Source: an optimization exercise on an open RTL-to-GDS flow (aim: small area, a short achievable clock period and few clock cycles per item). Production flows keep margins and buffers that such runs may drop.
In this exercise RTL edits were held to simulation tests only and were not proved equivalent to the original.
Power figures rest on the tool's default switching activity, not on a simulated workload.

==> job 7801 <==
Design digitClassifier, start of the top module:
module digitClassifier
(
    input  logic      clk,
    input  logic      rst,
    input  logic      start,
    input  logic      wrEn,
    input  cnnDataPkg::memAddr_t  wrAddr,
    input  cnnDataPkg::pixel_t    wrData,
    output logic      busy,
    output logic      done,
    output cnnDataPkg::classIdx_t classIdx,
    output cnnDataPkg::score_t    bestScore
);
    logic                 wv;        
    cnnDataPkg::memAddr_t wa;        
    cnnDataPkg::pixel_t   wd;        
    cnnDataPkg::pixel_t   wdm;       
    logic                 replay;    
    logic [5:0]           rcnt;      
    logic                 rqv;       
    logic                 rv;        
    logic [5:0]           rqa;
    cnnDataPkg::pixel_t   rdq;
    cnnDataPkg::pixel_t   rdData;    
    always_ff @(posedge clk) begin
        wv  <= wrEn && !busy;
        rdq <= rdData;
        rqa <= rcnt;
        if (wrEn) begin
            wdm <= wrData;
        end
        if (rqv) begin
            wa <= {1'b0, rqa};
            wd <= rdq;
        end else begin
            wa <= wrAddr;
            wd <= wrData;
        end
    end
    cnnDataPkg::pixel_t pix [64];
    cnnDataPkg::pixel_t fc [36];
    logic [3:0] kOne [9];
    logic [3:0] kTwo [9];
    logic [3:0] kNeg [9];
    logic [3:0] wdOne;
    logic [3:0] wdTwo;
    logic [3:0] wdNeg;
    assign wdOne[0] = wdm[0] ^ 1'b0;
    assign wdTwo[0] = (wdm[1] & ~wdm[0] & ~1'b0) | (~wdm[1] & wdm[0] & 1'b0);
    assign wdNeg[0] = wdm[1];
    assign wdOne[1] = wdm[2] ^ wdm[1];
    assign wdTwo[1] = (wdm[3] & ~wdm[2] & ~wdm[1]) | (~wdm[3] & wdm[2] & wdm[1]);
    assign wdNeg[1] = wdm[3];
    assign wdOne[2] = wdm[4] ^ wdm[3];
    assign wdTwo[2] = (wdm[5] & ~wdm[4] & ~wdm[3]) | (~wdm[5] & wdm[4] & wdm[3]);
    assign wdNeg[2] = wdm[5];
    assign wdOne[3] = wdm[6] ^ wdm[5];
    assign wdTwo[3] = (wdm[7] & ~wdm[6] & ~wdm[5]) | (~wdm[7] & wdm[6] & wdm[5]);
    assign wdNeg[3] = wdm[7];
    always_ff @(posedge clk) begin
  ...
export LEC_CHECK = 0
export CAP_MARGIN = 20
export CORE_MARGIN = 2
export CORE_UTILIZATION = 65
export SLEW_MARGIN = 20
create_clock -name core_clock -period 10.0 [get_ports {clk}]
standard.sh (not shown) runs the stock make flow with config.mk's settings and CLKGATE_MAP_FILE= SYNTH_SCRIPT=/design/flow/synth_recipe.tcl, a recipe that flattens the netlist after the stock synthesis.
==> flow/flow/run.sh <==
#!/bin/bash
set -euo pipefail
bash standard.sh SETUP_SLACK_MARGIN=6.0 finish > standard_make.log 2>&1
==> inputs of job 5759, as changes to job 7801 <==
==> flow/flow/run.sh (replaced) <==
#!/bin/bash
set -euo pipefail
bash standard.sh SETUP_SLACK_MARGIN=6.3 finish > standard_make.log 2>&1
- CORE_UTILIZATION: 65 -> 55
==> comparison <==
- In job 5759 the critical path depth is lower than in job 7801, by 9.
- Sequential share of layout area: job 7801 is higher than job 5759 (0.47 points).
- Combinational power is about the same in job 5759 and job 7801.
- Of job 7801 and job 5759, job 7801 has the higher global-route usage (gap 4.7 points).
- First-iteration DRC count: job 5759 is smaller than job 7801 (17%).
- In synthesized area, job 5759 and job 7801 do not differ.
- Job 7801 finished with timing, DRC and antenna clean. Job 5759 finished with timing, DRC and antenna clean.
- Between job 5759 and job 7801, the lower clock power is in job 7801 (gap about 3%, measured against job 7801).
==> figures <==
Antenna violations before repair: job 7801 6; job 5759 2
Sort of element at the end of the critical path: job 7801 flip-flop; job 5759 output port
Worst hold slack: job 7801 0.322 ns; job 5759 0.325 ns
Placed Cells: job 7801 7373; job 5759 7709
Total Die Area: job 7801 122000 um2; job 5759 144000 um2
Min setup slack post-route: job 7801 6.20 ns; job 5759 6.36 ns
Clk cell area share: job 7801 0.0650; job 5759 0.0667
Sum of met3 wire segment lengths after detailed routing: job 7801 17.6 mm; job 5759 14.9 mm
Result of the run: job 7801 complete, no violations; job 5759 complete, no violations
Number of antenna diodes: job 7801 1; job 5759 4
Combinational group power: job 7801 5.00 mW; job 5759 5.03 mW
Post-layout minimum cycle time: job 7801 3.80 ns; job 5759 3.64 ns
End point of the critical path: job 7801 corr[9]$_DFF_P_; job 5759 bestScore[19]
Vias per Instance: job 7801 6.21; job 5759 5.84
Period utilisation layout: job 7801 0.380; job 5759 0.364
Testbench counts of job 7801, summed over its fixed seeds: cycles 14,352, images 192.
Testbench counts of job 5759, summed over its fixed seeds: cycles 14,352, images 192.

## re-timing with driven ports
How much do the figures lean on ideal ports? The routed layouts below were timed once more, with nothing changed but the port constraints. Step 1 (the two cells are an assumption about what drives the block):
set clk [get_ports {clk}]
set_driving_cell -lib_cell sky130_fd_sc_hd__clkbuf_16 $clk
set_driving_cell -lib_cell sky130_fd_sc_hd__buf_2 [delete_from_list [all_inputs] $clk]
Step 2, shift: input delay + t, output delay - t, t = (earliest + latest rising clock arrival at the registers) / 2. This alone moves slack from input paths to output paths. Three values: ideal, step 1, step 2; two values: the first two.
run | t (ns) | setup slack, ns | worst setup path after step 2 | worst slew at a driven data input, ns | pins driven straight from the clock port
job 7801 | 0.867 | 6.200 / 6.200 / 6.200 | register to register | 0.03 | 1
job 5759 | 0.894 | 6.362 / 6.278 / 6.429 | register to register | 0.04 | 1
After both steps setup and hold are still met in every run listed.
